Source: an optimization exercise on an open RTL-to-GDS flow (aim: small area and a short achievable clock period). Production flows keep margins and buffers that such runs may drop. In this exercise RTL edits were held to simulation tests only and were not proved equivalent to the original. Power figures rest on the tool's default switching activity, not on a simulated workload.

==> flow/design.v <==
package mips_processor_pkg;
  localparam logic [3:0] OP_NOP  = 4'h0;
  localparam logic [3:0] OP_LI   = 4'h1;
  localparam logic [3:0] OP_ADD  = 4'h2;
  localparam logic [3:0] OP_SUB  = 4'h3;
  localparam logic [3:0] OP_AND  = 4'h4;
  localparam logic [3:0] OP_OR   = 4'h5;
  localparam logic [3:0] OP_XOR  = 4'h6;
  localparam logic [3:0] OP_NOT  = 4'h7;
  localparam logic [3:0] OP_SLL  = 4'h8;
  localparam logic [3:0] OP_MOV  = 4'h9;
  localparam logic [3:0] OP_COMP = 4'hA;
  localparam int OP_LSB = 28;
  localparam int RD_LSB = 24;
  localparam int RS_LSB = 20;
  localparam int RT_LSB = 16;
  localparam int IMM_W  = 16;
  localparam int CW = 21;
endpackage
module mips_alu
#(
  parameter int W = 32
) (
  input  logic           op_as,     
  input  logic           op_sub,
  input  logic           op_and,
  input  logic           op_or,
  input  logic           op_xor,
  input  logic           op_sll,
  input  logic           op_comp,
  input  logic [W-1:0]   a,
  input  logic [W-1:0]   b,
  output logic [W-1:0]   result,
  output logic           carry,
  output logic           overflow,
  output logic           eq
);
  logic [W:0]   sum;
  always_comb begin
    sum      = {1'b0, a} + {1'b0, b} + {{W{1'b0}}, op_sub};
    carry    = sum[W];
    overflow = (a[W-1] == b[W-1]) && (sum[W-1] != a[W-1]);
    eq       = a == b;
    result   = ({W{op_as}}  & sum[W-1:0])
             | ({W{op_and}} & (a & b))
             | ({W{op_or}}  & (a | b))
             | ({W{op_xor}} & (a ^ b))
             | ({W{op_sll}} & (a << b[4:0]))
             | {{(W-1){1'b0}}, op_comp & eq};
  end
endmodule
import mips_processor_pkg::*;
module mips_processor
#(
  parameter int aBit = 6,
  parameter int nBit = 32
) (
  input  logic            clk,
  input  logic            rst,
  input  logic            request,
  input  logic [aBit-1:0] addr,
  input  logic [nBit-1:0] din,
  output logic [nBit-1:0] dout,
  output logic            acknowledge,
  output logic            carry,
  output logic            overflow,
  output logic            equal
);
  logic [CW-1:0]   imem [2**aBit];
  logic [nBit-1:0] regs [16];
  logic [15:0]     valid;
  logic [aBit-1:0] pc;       
  logic [7:0]      fl, fh;
  logic [CW-1:0]   pf;
  logic            pf_v;
  logic            e_we, e_as, e_sub, e_and, e_or, e_xor, e_sll, e_comp;
  logic [3:0]      e_rd;
  logic [15:0]     e_wen;    
  logic [nBit-1:0] opa, opb;
  logic [nBit-1:0] res;
  logic            alu_c, alu_v, alu_eq;
  assign acknowledge = request;
  logic [CW-1:0] din_c;
  always_comb begin
    din_c        = '0;
    din_c[19:16] = din[RD_LSB +: 4];
    if (din[OP_LSB +: 4] == OP_LI) begin
      din_c[20]   = 1'b1;
      din_c[15:0] = din[15:0];
    end else begin
      din_c[15:12] = (din[OP_LSB +: 4] > OP_COMP) ? OP_NOP : din[OP_LSB +: 4];
      din_c[11:8]  = din[RS_LSB +: 4];
      din_c[4:0]   = (din[OP_LSB +: 4] == OP_SLL) ? din[4:0] : {1'b0, din[RT_LSB +: 4]};
    end
  end
  always_ff @(posedge clk)
    if (request) imem[addr] <= din_c;
  logic [CW-1:0] rdw;
  logic [CW-1:0] grp [8];
  always_comb begin
    rdw = '0;
    for (int j = 0; j < 8; j++) begin
      grp[j] = '0;
      for (int k = 0; k < 8; k++)
        grp[j] = grp[j] | ({CW{fl[k]}} & imem[8*j+k]);
      rdw = rdw | ({CW{fh[j]}} & grp[j]);
    end
  end
  always_ff @(posedge clk)
    if (!request)         pf <= rdw;
    else if (addr == pc)  pf <= din_c;
  logic [CW-1:0] w;
  logic          f_li, f_as, f_sub, f_and, f_or, f_xor, f_sll, f_comp, f_mov, f_not, f_we;
  logic [3:0]    f_op, f_rs, f_rt;
  assign w      = pf_v ? pf : imem[1];
  assign f_li   = w[20];
  assign f_op   = w[15:12];
  assign f_as   = !f_li && (f_op == OP_ADD || f_op == OP_SUB);
  assign f_sub  = !f_li && f_op == OP_SUB;
  assign f_and  = !f_li && f_op == OP_AND;
  assign f_mov  = !f_li && f_op == OP_MOV;
  assign f_not  = !f_li && f_op == OP_NOT;
  assign f_or   = f_li || (f_op == OP_OR) || f_mov;
  assign f_xor  = !f_li && (f_op == OP_XOR || f_op == OP_NOT);
  assign f_sll  = !f_li && f_op == OP_SLL;
  assign f_comp = !f_li && f_op == OP_COMP;
  assign f_we   = f_li || f_op != OP_NOP;
  assign f_rs   = pf[11:8];
  assign f_rt   = pf[3:0];
  logic [nBit-1:0] ga, gb, ra, rb, na, nb;
  always_comb begin
    ga = '0;
    gb = '0;
    for (int i = 0; i < 16; i++) begin
      ga = ga | ({nBit{f_rs == 4'(i) && valid[i]}} & regs[i]);
      gb = gb | ({nBit{f_rt == 4'(i) && valid[i]}} & regs[i]);
    end
  end
  assign ra = (e_we && e_rd == f_rs) ? res : ga;
  assign rb = (e_we && e_rd == f_rt) ? res : gb;
  always_comb begin
    na = f_li ? '0 : ra;
    if (f_li || f_sll) nb = {{(nBit-IMM_W){w[IMM_W-1]}}, w[IMM_W-1:0]};
    else if (f_mov)    nb = '0;
    else if (f_not)    nb = '1;
    else               nb = f_sub ? ~rb : rb;    
  end
  mips_alu #(.W(nBit)) alu (
    .op_as(e_as), .op_sub(e_sub), .op_and(e_and), .op_or(e_or), .op_xor(e_xor),
    .op_sll(e_sll), .op_comp(e_comp), .a(opa), .b(opb),
    .result(res), .carry(alu_c), .overflow(alu_v), .eq(alu_eq)
  );
  always_ff @(posedge clk or posedge rst) begin
    if (rst) begin
      pc       <= aBit'(1);
      fl       <= 8'b0000_0100;
      fh       <= 8'b0000_0001;
      pf_v     <= 1'b0;
      e_we     <= 1'b0;
      e_as     <= 1'b0;
      e_sub    <= 1'b0;
      e_and    <= 1'b0;
      e_or     <= 1'b0;
      e_xor    <= 1'b0;
      e_sll    <= 1'b0;
      e_comp   <= 1'b0;
      e_wen    <= '0;
      dout     <= '0;
      carry    <= 1'b0;
      overflow <= 1'b0;
      equal    <= 1'b0;
      valid    <= '0;
    end else if (!request) begin
      pc     <= pc + 1'b1;
      fl     <= {fl[6:0], fl[7]};
      if (fl[7]) fh <= {fh[6:0], fh[7]};
      pf_v   <= 1'b1;
      e_we   <= f_we;
      e_as   <= f_as;
      e_sub  <= f_sub;
      e_and  <= f_and;
      e_or   <= f_or;
      e_xor  <= f_xor;
      e_sll  <= f_sll;
      e_comp <= f_comp;
      for (int i = 0; i < 16; i++) e_wen[i] <= f_we && w[19:16] == 4'(i);
      valid  <= valid | e_wen;
      if (e_we) dout <= res;
      if (e_as) begin
        carry    <= alu_c;
        overflow <= alu_v;
      end
      if (e_comp) equal <= alu_eq;
    end
  end
  always_ff @(posedge clk)
    if (!request) begin
      e_rd <= w[19:16];
      opa  <= na;
      opb  <= nb;
    end
  always_ff @(posedge clk)
    for (int i = 0; i < 16; i++)
      if (!request && e_wen[i]) regs[i] <= res;
endmodule
export LEC_CHECK = 0
export ABC_CLOCK_PERIOD_IN_PS = 3500
export CAP_MARGIN = 20
export CORE_MARGIN = 2
export CORE_UTILIZATION = 40
export CTS_CLUSTER_DIAMETER = 100
export CTS_CLUSTER_SIZE = 22
export SETUP_SLACK_MARGIN = 4.85
export SLEW_MARGIN = 20
create_clock -name core_clock -period 8.5 [get_ports {clk}]
run.sh (not shown) runs the stock make flow with config.mk's settings and CLKGATE_MAP_FILE= SYNTH_SCRIPT=/design/flow/synth_recipe.tcl, a recipe that flattens the netlist after the stock synthesis.
Rerun with:
CORE_UTILIZATION = 55   (was 40)
SETUP_SLACK_MARGIN = 5.0   (was 4.85)
Wire length rose by a few percent.
Clock-buffer cell count fell by 13.
Total power rose slightly.
Worst hold slack is worse by 0.0061 ns.
Clock power is about the same.
Cell count fell by a little under a tenth.
Sequential share of layout area fell by 0.43 points.
Sequential cell count stays the same.
Rerun with:
CORE_UTILIZATION = 40   (was 55)
CTS_CLUSTER_DIAMETER = unset   (was 100)
CTS_CLUSTER_SIZE = unset   (was 22)
Effect:
- The new run completed without violations
- worst hold slack is about the same
- clock-buffer cell count goes up by 113
- setup slack improves by 0.032 ns
- final area goes up by about 4.3%
- final cell count rose by 12%
Rerun with:
CTS_CLUSTER_DIAMETER = 100   (was unset)
CTS_CLUSTER_SIZE = 22   (was unset)
Fmax is higher by 0.35%.
Utilization shrinks by 1.5 points.
Final cell count is lower by 2.0%.
Critical path depth drops by 5.
Routed wire length came out lower by 0.81%.
Cell area came out lower by 3.3%.
Global-route usage drops by 0.30 points.
Rerun with:
CTS_BUF_LIST = sky130_fd_sc_hd__clkbuf_4 sky130_fd_sc_hd__clkbuf_8   (was unset)
CTS_CLUSTER_DIAMETER = unset   (was 100)
CTS_CLUSTER_SIZE = unset   (was 22)
SETUP_SLACK_MARGIN = 4.5   (was 5.0)
Result: The changed run completed without violations; power is higher by about 12%; combinational power is lower by about 11%; worst setup slack loses 0.53 ns; synthesized area is unchanged.
Rerun with:
==> flow/flow/run.sh (new file) <==
#!/bin/bash
set -euo pipefail
bash standard.sh MATCH_CELL_FOOTPRINT=0 finish > make_finish.log 2>&1
test -f out/final.def
==> flow/standard.sh (new file) <==
#!/bin/bash
# synth_recipe.tcl (not shown) runs the flow's synth.tcl, then flattens the netlist and writes it again
# the make line also repeats each setting of config.mk as NAME=value (left out here)
make -C /OpenROAD-flow-scripts/flow DESIGN_CONFIG=/design/flow/config.mk WORK_HOME=/design/flow/orfs CLKGATE_MAP_FILE= SYNTH_SCRIPT=/design/flow/synth_recipe.tcl "${@:-finish}"
CTS_BUF_LIST = unset   (was sky130_fd_sc_hd__clkbuf_4 sky130_fd_sc_hd__clkbuf_8)
SETUP_SLACK_MARGIN = 5.0   (was 4.5)
removed: flow/run.sh
Result: Synthesized cell count stays the same; sequential cell count stays the same; first-iteration DRC count went down by 2.3%; setup slack gains 0.46 ns; critical path depth went down by 3.

-- separate check: timing with driven ports --
Ports are ideal in the flow. The routed layouts listed here were re-timed in OpenROAD. Step 1 sets driving cells, clkbuf_16 on the clock port and buf_2 on the other inputs (assumed; they add their load-dependent delay and slew). Step 2, shift: input delay + t, output delay - t, t = (earliest + latest rising clock arrival at the registers) / 2. This alone moves slack from input paths to output paths. a / b / c = ideal / step 1 / step 2; a / b = the first two.
| run | t, ns | setup slack, ns | worst data-port slew with drivers (ns) |
|---|---|---|---|
| the first run | 0.865 | 4.782 / 4.782 / 3.941 | 0.09 |
| the second run | 0.858 | 4.845 / 4.655 / 4.106 | 0.29 |
| the third run | 0.906 | 4.877 / 4.828 / 4.012 | 0.10 |
| the fourth run | 0.892 | 4.890 / 4.829 / 4.073 | 0.10 |
| the fifth run | 1.119 | 4.355 / 4.355 / 3.421 | 0.11 |
| the sixth run | 0.909 | 4.819 / 4.819 / 4.020 | 0.10 |
After both steps every run listed still meets setup and hold. The setup slack of the fifth run, which loses most, moves by 0.000 ns with the drivers and by -0.934 ns with both steps.
